Context: an optimization exercise on an open-source flow, tuned for small area, a short achievable clock period and few clock cycles per item. The choices shown serve that exercise and are no tape-out recipe. Only simulation tests tie the RTL to the original design; equivalence was not proved.

File: design/flow/design.v
package llgs_pkg;
  localparam int unsigned VALUE_WIDTH_DEF = 32;
  localparam int unsigned FRAC_BITS_DEF   = 28;
  localparam int unsigned CFG_IDX_W = 3;
  localparam int unsigned UPC_W     = 5;
  localparam logic REQ_LOAD = 1'b0;
  localparam logic REQ_STEP = 1'b1;
  localparam logic [63:0] ONE_Q28       = 64'd268435456;
  localparam logic [63:0] PREFACTOR_Q28 = 64'd265777686;
  localparam logic [63:0] DAMPING_Q28   = 64'd26843546;
  localparam logic [63:0] TIME_STEP_Q28 = 64'd2684355;
  typedef enum logic [CFG_IDX_W-1:0] {
    REG_FIELD_X   = 3'd0,
    REG_FIELD_Y   = 3'd1,
    REG_FIELD_Z   = 3'd2,
    REG_PREFACTOR = 3'd3,
    REG_DAMPING   = 3'd4,
    REG_TIME_STEP = 3'd5
  } cfg_reg_e;
  typedef enum logic [3:0] {
    SEL_SX, SEL_SY, SEL_SZ,
    SEL_HX, SEL_HY, SEL_HZ,
    SEL_AX, SEL_AY, SEL_AZ,
    SEL_BX, SEL_BY, SEL_BZ,
    SEL_T,  SEL_DAMP, SEL_PREF, SEL_DT
  } opnd_e;
  typedef enum logic [2:0] {
    ALU_NONE,
    ALU_MOV,
    ALU_ADD,
    ALU_SUB,
    ALU_LOAD
  } alu_e;
  typedef enum logic [1:0] {
    SEQ_NEXT,
    SEQ_BR_LOAD,
    SEQ_END
  } seq_e;
  typedef enum logic [1:0] {
    ST_IDLE,
    ST_RUN,
    ST_DONE
  } state_e;
  typedef struct packed {
    opnd_e             mul_a;
    opnd_e             mul_b;
    alu_e              alu;
    opnd_e             left;
    opnd_e             dst;
    seq_e              seq;
    logic [UPC_W-1:0]  target;
  } ucode_t;
  localparam logic [UPC_W-1:0] LOAD_ADDR = 5'd22;
  localparam int unsigned UCODE_W = 26;
endpackage
module llgs_mul #(
  parameter int unsigned VALUE_WIDTH = llgs_pkg::VALUE_WIDTH_DEF,
  parameter int unsigned FRAC_BITS   = llgs_pkg::FRAC_BITS_DEF,
  parameter int unsigned OPW         = (VALUE_WIDTH > FRAC_BITS) ? VALUE_WIDTH
                                                                 : FRAC_BITS + 1
) (
  input  logic                          clk_i,
  input  logic signed [OPW-1:0]         a_i,
  input  logic signed [OPW-1:0]         b_i,
  output logic signed [VALUE_WIDTH-1:0] res_o
);
  localparam int unsigned PW = 2 * OPW;
  logic signed [PW-1:0]            prod_d;
  logic signed [PW-1:0]            prod_q;
  logic signed [PW-1:0]            shifted;
  logic        [PW-VALUE_WIDTH:0]  upper;
  logic                            in_range;
  assign prod_d = PW'(a_i) * PW'(b_i);
  always_ff @(posedge clk_i) begin
    prod_q <= prod_d;
  end
  assign shifted  = prod_q >>> FRAC_BITS;
  assign upper    = shifted[PW-1:VALUE_WIDTH-1];
  assign in_range = (&upper) | ~(|upper);
  always_comb begin
    if (in_range) begin
      res_o = shifted[VALUE_WIDTH-1:0];
    end else if (shifted[PW-1]) begin
      res_o = {1'b1, {(VALUE_WIDTH-1){1'b0}}};
    end else begin
      res_o = {1'b0, {(VALUE_WIDTH-1){1'b1}}};
    end
  end
endmodule
import llgs_pkg::*;
module llg_spin_euler_step #(
  parameter int unsigned VALUE_WIDTH = llgs_pkg::VALUE_WIDTH_DEF,
  parameter int unsigned FRAC_BITS   = llgs_pkg::FRAC_BITS_DEF
) (
  input  logic                                 clk_i,
  input  logic                                 rst_ni,
  input  logic                                 cfg_we_i,
  input  logic [llgs_pkg::CFG_IDX_W-1:0]       cfg_index_i,
  input  logic [((VALUE_WIDTH > FRAC_BITS) ? VALUE_WIDTH : FRAC_BITS + 1)-1:0]
                                               cfg_data_i,
  input  logic                                 req_valid_i,
  output logic                                 req_ready_o,
  input  logic                                 req_type_i,
  input  logic signed [VALUE_WIDTH-1:0]        req_load_x_i,
  input  logic signed [VALUE_WIDTH-1:0]        req_load_y_i,
  input  logic signed [VALUE_WIDTH-1:0]        req_load_z_i,
  output logic                                 rsp_valid_o,
  input  logic                                 rsp_ready_i,
  output logic signed [VALUE_WIDTH-1:0]        rsp_spin_out_x_o,
  output logic signed [VALUE_WIDTH-1:0]        rsp_spin_out_y_o,
  output logic signed [VALUE_WIDTH-1:0]        rsp_spin_out_z_o
);
  localparam int unsigned W   = VALUE_WIDTH;
  localparam int unsigned OPW = (VALUE_WIDTH > FRAC_BITS) ? VALUE_WIDTH : FRAC_BITS + 1;
  localparam logic [127:0] ONE_R  = (FRAC_BITS >= 28) ? ({64'd0, ONE_Q28} << (FRAC_BITS - 28))
                                      : ({64'd0, ONE_Q28} >> (28 - FRAC_BITS));
  localparam logic [127:0] PREF_R = (FRAC_BITS >= 28) ? ({64'd0, PREFACTOR_Q28} << (FRAC_BITS - 28))
                                      : ({64'd0, PREFACTOR_Q28} >> (28 - FRAC_BITS));
  localparam logic [127:0] DAMP_R = (FRAC_BITS >= 28) ? ({64'd0, DAMPING_Q28} << (FRAC_BITS - 28))
                                      : ({64'd0, DAMPING_Q28} >> (28 - FRAC_BITS));
  localparam logic [127:0] DT_R   = (FRAC_BITS >= 28) ? ({64'd0, TIME_STEP_Q28} << (FRAC_BITS - 28))
                                      : ({64'd0, TIME_STEP_Q28} >> (28 - FRAC_BITS));
  localparam logic signed [W-1:0] VMAX = {1'b0, {(W-1){1'b1}}};
  localparam logic signed [W-1:0] VMIN = {1'b1, {(W-1){1'b0}}};
  logic signed [W-1:0]     field_x_q, field_y_q, field_z_q;
  logic        [W-2:0]     pref_q, damp_q;
  logic        [FRAC_BITS:0] dt_q;
  logic signed [W-1:0] sx_q, sy_q, sz_q;
  logic signed [W-1:0] ax_q, ay_q, az_q;
  logic signed [W-1:0] bx_q, by_q, bz_q;
  logic signed [W-1:0] t_q;
  logic                req_type_q;
  logic signed [W-1:0] load_x_q, load_y_q, load_z_q;
  logic                out_valid_q;
  logic signed [W-1:0] out_x_q, out_y_q, out_z_q;
  logic [1:0]          state_q, state_d;
  logic [UPC_W-1:0]    upc_q, upc_d;
  logic [UCODE_W-1:0]  uword;
  logic [3:0]          uw_mul_a, uw_mul_b, uw_left, uw_dst;
  logic [2:0]          uw_alu;
  logic [1:0]          uw_seq;
  logic [UPC_W-1:0]    uw_target;
  logic                req_take;
  logic                run;
  logic                out_load;
  logic        [16*OPW-1:0] src;
  logic signed [OPW-1:0] mul_a, mul_b;
  logic signed [W-1:0]   mul_res;
  logic signed [W-1:0]   left_val;
  logic signed [W:0]     sum;
  logic signed [W-1:0]   alu_res;
  logic                  wr_en;
  always_comb begin
    case (upc_q)
      5'd0:  uword = {SEL_SY,   SEL_HZ, ALU_NONE, SEL_T,  SEL_T,  SEQ_BR_LOAD, LOAD_ADDR};
      5'd1:  uword = {SEL_SZ,   SEL_HY, ALU_MOV,  SEL_T,  SEL_T,  SEQ_NEXT, LOAD_ADDR};
      5'd2:  uword = {SEL_SZ,   SEL_HX, ALU_SUB,  SEL_T,  SEL_AX, SEQ_NEXT, LOAD_ADDR};
      5'd3:  uword = {SEL_SX,   SEL_HZ, ALU_MOV,  SEL_T,  SEL_T,  SEQ_NEXT, LOAD_ADDR};
      5'd4:  uword = {SEL_SX,   SEL_HY, ALU_SUB,  SEL_T,  SEL_AY, SEQ_NEXT, LOAD_ADDR};
      5'd5:  uword = {SEL_SY,   SEL_HX, ALU_MOV,  SEL_T,  SEL_T,  SEQ_NEXT, LOAD_ADDR};
      5'd6:  uword = {SEL_SX,   SEL_AY, ALU_SUB,  SEL_T,  SEL_AZ, SEQ_NEXT, LOAD_ADDR};
      5'd7:  uword = {SEL_SY,   SEL_AX, ALU_MOV,  SEL_T,  SEL_T,  SEQ_NEXT, LOAD_ADDR};
      5'd8:  uword = {SEL_SY,   SEL_AZ, ALU_SUB,  SEL_T,  SEL_BZ, SEQ_NEXT, LOAD_ADDR};
      5'd9:  uword = {SEL_SZ,   SEL_AY, ALU_MOV,  SEL_T,  SEL_T,  SEQ_NEXT, LOAD_ADDR};
      5'd10: uword = {SEL_SZ,   SEL_AX, ALU_SUB,  SEL_T,  SEL_BX, SEQ_NEXT, LOAD_ADDR};
      5'd11: uword = {SEL_SX,   SEL_AZ, ALU_MOV,  SEL_T,  SEL_T,  SEQ_NEXT, LOAD_ADDR};
      5'd12: uword = {SEL_DAMP, SEL_BX, ALU_SUB,  SEL_T,  SEL_BY, SEQ_NEXT, LOAD_ADDR};
      5'd13: uword = {SEL_DAMP, SEL_BY, ALU_ADD,  SEL_AX, SEL_AX, SEQ_NEXT, LOAD_ADDR};
      5'd14: uword = {SEL_PREF, SEL_AX, ALU_ADD,  SEL_AY, SEL_AY, SEQ_NEXT, LOAD_ADDR};
      5'd15: uword = {SEL_DAMP, SEL_BZ, ALU_MOV,  SEL_T,  SEL_AX, SEQ_NEXT, LOAD_ADDR};
      5'd16: uword = {SEL_PREF, SEL_AY, ALU_ADD,  SEL_AZ, SEL_AZ, SEQ_NEXT, LOAD_ADDR};
      5'd17: uword = {SEL_AX,   SEL_DT, ALU_MOV,  SEL_T,  SEL_AY, SEQ_NEXT, LOAD_ADDR};
      5'd18: uword = {SEL_PREF, SEL_AZ, ALU_SUB,  SEL_SX, SEL_SX, SEQ_NEXT, LOAD_ADDR};
      5'd19: uword = {SEL_AY,   SEL_DT, ALU_MOV,  SEL_T,  SEL_AZ, SEQ_NEXT, LOAD_ADDR};
      5'd20: uword = {SEL_AZ,   SEL_DT, ALU_SUB,  SEL_SY, SEL_SY, SEQ_NEXT, LOAD_ADDR};
      5'd21: uword = {SEL_SX,   SEL_SX, ALU_SUB,  SEL_SZ, SEL_SZ, SEQ_END, LOAD_ADDR};
      5'd22: uword = {SEL_SX,   SEL_SX, ALU_LOAD, SEL_T,  SEL_SX, SEQ_END, LOAD_ADDR};
      default: uword = {SEL_SX, SEL_SX, ALU_NONE, SEL_T,  SEL_T,  SEQ_END, LOAD_ADDR};
    endcase
  end
  assign {uw_mul_a, uw_mul_b, uw_alu, uw_left, uw_dst, uw_seq, uw_target} = uword;
  assign req_take = req_valid_i && req_ready_o;
  always_comb begin
    state_d = state_q;
    case (state_q)
      ST_IDLE: begin
        if (req_valid_i) begin
          state_d = ST_RUN;
        end
      end
      ST_RUN: begin
        if (uw_seq == SEQ_END) begin
          state_d = ST_DONE;
        end
      end
      ST_DONE: begin
        if (!out_valid_q || rsp_ready_i) begin
          state_d = ST_IDLE;
        end
      end
      default: state_d = ST_IDLE;
    endcase
  end
  always_comb begin
    req_ready_o = 1'b0;
    run       = 1'b0;
    out_load  = 1'b0;
    case (state_q)
      ST_IDLE: req_ready_o = 1'b1;
      ST_RUN:  run       = 1'b1;
      ST_DONE: out_load  = !out_valid_q || rsp_ready_i;
      default: ;
    endcase
  end
  always_comb begin
    upc_d = upc_q;
    if (req_take) begin
      upc_d = '0;
    end else if (run) begin
      if (uw_seq == SEQ_BR_LOAD && req_type_q == REQ_LOAD) begin
        upc_d = uw_target;
      end else if (uw_seq != SEQ_END) begin
        upc_d = upc_q + 1'b1;
      end
    end
  end
  always_ff @(posedge clk_i or negedge rst_ni) begin
    if (!rst_ni) begin
      state_q <= ST_IDLE;
      upc_q   <= '0;
    end else begin
      state_q <= state_d;
      upc_q   <= upc_d;
    end
  end
  always_ff @(posedge clk_i) begin
    if (req_take) begin
      req_type_q <= req_type_i;
      load_x_q   <= req_load_x_i;
      load_y_q   <= req_load_y_i;
      load_z_q   <= req_load_z_i;
    end
  end
  always_ff @(posedge clk_i or negedge rst_ni) begin
    if (!rst_ni) begin
      field_x_q <= '0;
      field_y_q <= '0;
      field_z_q <= ONE_R[W-1:0];
      pref_q    <= PREF_R[W-2:0];
      damp_q    <= DAMP_R[W-2:0];
      dt_q      <= DT_R[FRAC_BITS:0];
    end else if (cfg_we_i) begin
      case (cfg_index_i)
        REG_FIELD_X:   field_x_q <= cfg_data_i[W-1:0];
        REG_FIELD_Y:   field_y_q <= cfg_data_i[W-1:0];
        REG_FIELD_Z:   field_z_q <= cfg_data_i[W-1:0];
        REG_PREFACTOR: pref_q    <= cfg_data_i[W-2:0];
        REG_DAMPING:   damp_q    <= cfg_data_i[W-2:0];
        REG_TIME_STEP: dt_q      <= cfg_data_i[FRAC_BITS:0];
        default: ;
      endcase
    end
  end
  always_comb begin
    src[SEL_SX*OPW +: OPW]   = OPW'(sx_q);
    src[SEL_SY*OPW +: OPW]   = OPW'(sy_q);
    src[SEL_SZ*OPW +: OPW]   = OPW'(sz_q);
    src[SEL_HX*OPW +: OPW]   = OPW'(field_x_q);
    src[SEL_HY*OPW +: OPW]   = OPW'(field_y_q);
    src[SEL_HZ*OPW +: OPW]   = OPW'(field_z_q);
    src[SEL_AX*OPW +: OPW]   = OPW'(ax_q);
    src[SEL_AY*OPW +: OPW]   = OPW'(ay_q);
    src[SEL_AZ*OPW +: OPW]   = OPW'(az_q);
    src[SEL_BX*OPW +: OPW]   = OPW'(bx_q);
    src[SEL_BY*OPW +: OPW]   = OPW'(by_q);
    src[SEL_BZ*OPW +: OPW]   = OPW'(bz_q);
    src[SEL_T*OPW +: OPW]    = OPW'(t_q);
    src[SEL_DAMP*OPW +: OPW] = OPW'(damp_q);
    src[SEL_PREF*OPW +: OPW] = OPW'(pref_q);
    src[SEL_DT*OPW +: OPW]   = OPW'(dt_q);
  end
  assign mul_a    = src[uw_mul_a*OPW +: OPW];
  assign mul_b    = src[uw_mul_b*OPW +: OPW];
  assign left_val = src[uw_left*OPW +: W];
  llgs_mul #(
    .VALUE_WIDTH (VALUE_WIDTH),
    .FRAC_BITS   (FRAC_BITS),
    .OPW         (OPW)
  ) u_mul (
    .clk_i (clk_i),
    .a_i   (mul_a),
    .b_i   (mul_b),
    .res_o (mul_res)
  );
  always_comb begin
    sum = '0;
    case (uw_alu)
      ALU_ADD: sum = {left_val[W-1], left_val} + {mul_res[W-1], mul_res};
      ALU_SUB: sum = {left_val[W-1], left_val} - {mul_res[W-1], mul_res};
      default: sum = {mul_res[W-1], mul_res};
    endcase
    if (sum[W] != sum[W-1]) begin
      alu_res = sum[W] ? VMIN : VMAX;
    end else begin
      alu_res = sum[W-1:0];
    end
  end
  assign wr_en = run && (uw_alu == ALU_MOV || uw_alu == ALU_ADD ||
                         uw_alu == ALU_SUB);
  always_ff @(posedge clk_i) begin
    if (wr_en) begin
      case (uw_dst)
        SEL_AX: ax_q <= alu_res;
        SEL_AY: ay_q <= alu_res;
        SEL_AZ: az_q <= alu_res;
        SEL_BX: bx_q <= alu_res;
        SEL_BY: by_q <= alu_res;
        SEL_BZ: bz_q <= alu_res;
        SEL_T:  t_q  <= alu_res;
        default: ;
      endcase
    end
  end
  always_ff @(posedge clk_i or negedge rst_ni) begin
    if (!rst_ni) begin
      sx_q <= ONE_R[W-1:0];
      sy_q <= '0;
      sz_q <= '0;
    end else if (run && uw_alu == ALU_LOAD) begin
      sx_q <= load_x_q;
      sy_q <= load_y_q;
      sz_q <= load_z_q;
    end else if (wr_en) begin
      case (uw_dst)
        SEL_SX: sx_q <= alu_res;
        SEL_SY: sy_q <= alu_res;
        SEL_SZ: sz_q <= alu_res;
        default: ;
      endcase
    end
  end
  always_ff @(posedge clk_i or negedge rst_ni) begin
    if (!rst_ni) begin
      out_valid_q <= 1'b0;
    end else if (out_load) begin
      out_valid_q <= 1'b1;
    end else if (rsp_ready_i) begin
      out_valid_q <= 1'b0;
    end
  end
  always_ff @(posedge clk_i) begin
    if (out_load) begin
      out_x_q <= sx_q;
      out_y_q <= sy_q;
      out_z_q <= sz_q;
    end
  end
  assign rsp_valid_o      = out_valid_q;
  assign rsp_spin_out_x_o = out_x_q;
  assign rsp_spin_out_y_o = out_y_q;
  assign rsp_spin_out_z_o = out_z_q;
endmodule
File: design/flow/run.sh
#!/bin/bash
# synth_recipe.tcl (not shown) runs the flow's synth.tcl, then flattens the netlist and writes it again
# the make line also repeats each setting of config.mk as NAME=value (left out here)
make -C /OpenROAD-flow-scripts/flow DESIGN_CONFIG=/design/flow/config.mk WORK_HOME=/design/flow/orfs CLKGATE_MAP_FILE= SYNTH_SCRIPT=/design/flow/synth_recipe.tcl finish
File: design/flow/config.mk
export PLATFORM = sky130hd
export DESIGN_NAME = llg_spin_euler_step
export DESIGN_NICKNAME = llg_spin_euler_step
export VERILOG_FILES = /design/flow/design.v
export SDC_FILE = /design/flow/constraint.sdc
export NUM_CORES = 4
export LEC_CHECK = 0
export CAP_MARGIN = 20
export CORE_MARGIN = 2
export CORE_UTILIZATION = 40
export PLACE_DENSITY = 0.6
export SLEW_MARGIN = 20
File: design/flow/constraint.sdc
create_clock -name core_clock -period 12.0 [get_ports {clk_i}]
set_input_delay 2.4000 -clock core_clock [delete_from_list [all_inputs] [get_ports {clk_i}]]
set_output_delay 2.4000 -clock core_clock [all_outputs]
set_load 0.01 [all_outputs]
==> results by group <==
Logic synthesis
  – Largest family of logic cells by synthesized area: adder cells
  – Simple-gate share of the synthesized area: 18.36%
  – Complex-gate fraction of the synthesized area: 9.175%
  – Post-Synth Adder-Cell Area: 31.13%
  – Post-synthesis mux area share: 6.522%
  – Mapped Nets: 9696
  – Synth unique cells: 105
  – #FFs+latches synth: 744
  – XOR/XNOR share of the synthesized area: 1.045%
  – Synth Warn #: 2
  – Cells after synthesis: 8255
  – Ys async rst share: 39.11%
  – Post-synth EDFFs: 417
  – Sequential share of the synthesized area: 26.20%
  – Average instance area after synthesis: 9.514 um^2
  – Mapped cell area: 78540 um^2
  – Synth Flop Type: edfxtp_1

Route
  – Met3 Wirelength: 33320 um
  – WL met2: 133000 um
  – Final ANT Viol Nets: 0
  – Top sig layer: met5
  – Metal-1 WL: 118600 um
  – Number of iterations in the first detailed-routing pass: 6
  – # DRC: 0
  – DR vias: 64830
  – Drt wl/cell: 27.61 um
  – Iter 0 DRT Violations: 7505
  – Final WL: 304300 um
  – Via/cell ratio: 5.882

Finish
  – Nets: 9759
  – Area grow syn2layout: 12.11%
  – Top reg by flops: u_mul.prod_q
  – Design Area, Final: 88050 um^2
  – Max FFs per register: 36
  – Share of cells above drive strength 1: 16.89%

Worst setup path
  – Worst r2r path cells: 38
  – WS Path Type: flip-flop to flip-flop
  – Crit path DAT: 12.27 ns
  – Most frequent cell on the critical path: fa_1
  – R2r startpoint: upc_q[0]
  – Critical Path Sink: u_mul.prod_q[61]
  – Critical Path Start: upc_q[0]
  – Worst-path cell with the longest stage delay: fa_1
  – Biggest cell delay along the critical path: 0.59 ns
  – Critical Path RT: 12.66 ns
  – CP Launch Type: flip-flop
  – Nature of the critical path endpoint: flip-flop
  – Reg2reg end: u_mul.prod_q[61]
  – CP Max Fanout: 23
  – Flop2flop setup slack: 0.39 ns

Clocking
  – H-tree depth: 3
  – CTS tree: done
  – Num Clock Sinks: 744
  – Clk pin slew, worst setup/hold paths: 0.07 ns
  – Max clock buf depth: 3
  – Worst skew pair latency: 0.75 ns
  – Cts bufs inserted: 82
  – Clk root buf: clkbuf_16
  – Hold-fix buffers, CTS: 0

Floorplanning
  – Die outline area: 199900 um^2
  – Die width: 447.1 um
  – # rows: 162
  – Initial core utilization: 40.28%
  – Core ar.: 195000 um^2
  – Die height: 447.1 um
  – IO Count: 235

STA
  – Measured slew at the worst slew-check pin: 1.330 ns
  – Minimum clock period: 11.61 ns
  – RSZ-0062 raised after global routing: no
  – Layout Skew: 0.04931 ns
  – Slew HR: 11.26%
  – Pins over their slew limit: 0
  – Fmax: 86.11 MHz
  – Setup TNS: 0 ns
  – Hold Fails Final Rpt: 0
  – Final setup vio count: 0
  – Tcrit/Tclk final: 96.78%

Placed design
  – Post-placement cell area: 85070 um^2
  – Gpl congestion: 0.9586
  – DP HPWL: 225300 um
  – Port bufs: 234

Hold path
  – Tightest Hold Check Type: flip-flop to flip-flop

GRT
  – Vias in the first global route: 66150
  – GRT Util Overall: 30.58%
  – Antenna violations before repair: 24
  – Total gr overflow: 0
  – Largest net degree at the start of global routing: 80
  – Global-route wire length before repair: 449400 um

Flow run
  – Max-cap violations: 0

Outcome
  – Status: finished clean
critical path, delay by kind of cell (launching register included):
kind / cells / cell delay [ns]
xor+xnor: 1 / 0.16
fa+ha+maj: 10 / 4.83
compound gates: 14 / 3.57
flops: 1 / 0.52
simple gates: 7 / 1.35
buf+inv: 6 / 1.07
kinds of logic (layout without fill, tap and decap cells):
family / count (synthesis) / after routing
XOR/XNOR: 92 / 92
multiplexers: 337 / 337
AO/OA/AOI/OAI: 1131 / 1131
AND/OR/NAND/NOR: 3098 / 3100
other: 0 / 8
buffers and inverters: 1548 / 1679
adder cells (fa/ha/maj): 1305 / 1305
flip-flops: 744 / 744
repair_timing:
action,in CTS,in global routing
resized for setup,0,6
gates cloned,1,1
buffers inserted,1,4
pin swaps,2,4
endpoints found under the setup margin,1,17
stage by stage:
stage,worst slack (ns),utilization (%),hold WS (ns),std cells
after floorplan,1.296,-,0.4248,8255
after detailed placement,-0.06071,43.63,0.4424,10850
final,0.3863,45.16,0.4546,11020
after global placement,0.1007,43.63,0.4391,10850
after CTS,0.02026,45.09,0.4584,11010
after global routing,0.06111,45.15,0.4964,11010
per-layer routing:
| metal | up-vias | GRT usage (%) |
|---|---|---|
| met2 | 3638 | 45.76 |
| li1 | 27240 | - |
| met5 | - | 0 |
| met1 | 33100 | 40.91 |
| met4 | 14 | 16.10 |
| met3 | 830 | 7.634 |
final cells by class:
| class | count | area [um^2] |
|---|---|---|
| Antenna cell | 8 | 20.02 |
| Clock buffer | 116 | 2387 |
| Clock inverter | 38 | 426.7 |
| Fill cell | 18710 | 106900 |
| Inverter | 997 | 3742 |
| Multi-Input combinational cell | 5965 | 52680 |
| Sequential cell | 744 | 20580 |
| Tap cell | 2624 | 3283 |
| Timing Repair Buffer | 528 | 4930 |
Yosys cell counts (74+ instances only):
cell	instances	area, um^2
a21o_1	76	570.6
a21oi_1	388	1942
buf_1	74	277.8
clkbuf_1	422	1584
dfrtp_1	247	6181
edfxtp_1	417	12520
fa_1	1082	21660
ha_1	222	2778
inv_1	994	3731
mux2_2	186	2095
mux4_2	120	2703
nand2_1	1059	3975
nand3_1	524	2623
nor2_1	677	2541
o21ai_0	199	996.0
or2_2	487	3047
placed cells by master (no fill, tap or decap), types with 27 or more instances in the layout:
cell type / synthesis / layout
dfstp_2: 44 / 44
nor2b_1: 54 / 53
dfxtp_1: 36 / 36
mux4_2: 120 / 120
o21ai_1: 35 / 33
nor2_1: 677 / 666
o211ai_1: 39 / 39
and3_1: 68 / 64
buf_12: 0 / 30
dfrtp_1: 247 / 246
a31o_2: 28 / 27
ha_1: 222 / 222
xnor2_1: 54 / 54
fa_1: 1082 / 1081
or2_2: 487 / 488
a21o_1: 76 / 76
nand2b_1: 37 / 37
and2_1: 41 / 38
a21oi_1: 388 / 376
buf_4: 11 / 264
nand3_1: 524 / 519
inv_1: 994 / 994
o21ai_0: 199 / 181
a311oi_1: 39 / 38
nand4_1: 29 / 29
clkdlybuf4s50_1: 0 / 233
mux2_2: 186 / 186
a31oi_1: 60 / 57
edfxtp_1: 417 / 417
a211oi_1: 46 / 46
nand2_1: 1059 / 1056
nor3_1: 53 / 50
xor2_1: 36 / 36
a221oi_1: 52 / 52
clkbuf_16: 0 / 88
worst min path at each step:
stage | from | end | slack, ns | depth (start not counted)
global route | load_y_q[25] | sy_q[25] | 0.50 | 2
floorplan | load_x_q[14] | sx_q[14] | 0.42 | 2
CTS | load_y_q[21] | sy_q[21] | 0.46 | 2
detailed placement | load_y_q[21] | sy_q[21] | 0.44 | 2
finish | load_y_q[21] | sy_q[21] | 0.45 | 2
global placement | load_y_q[25] | sy_q[25] | 0.44 | 2
Testbench counts, summed over its fixed seeds: cycles 108,456, items 4,862.

re-timing with driven ports:
How much do the figures lean on ideal ports? The routed layout below was timed once more, with nothing changed but the port constraints.
Step 1 sets driving cells, clkbuf_16 on the clock port and buf_2 on the other inputs (assumed; they add their load-dependent delay and slew).
Step 2, shift: input delay + t, output delay - t, t = (earliest + latest rising clock arrival at the registers) / 2. This alone moves slack from input paths to output paths.
Three values: ideal ports, drivers, drivers and shift; two values: the first two.
t, ns: 0.799
slack for setup (ns): 0.386 / 0.386 / 0.386
worst hold slack (ns): 0.455 / 0.455 / 0.455
slew at the worst register clock pin (ns): 0.07 / 0.07
cell pins on the clock port's net: 1
After both steps this run still meets setup and hold. For this run, drivers alone change the setup slack by 0.000 ns; drivers and shift together by 0.000 ns.
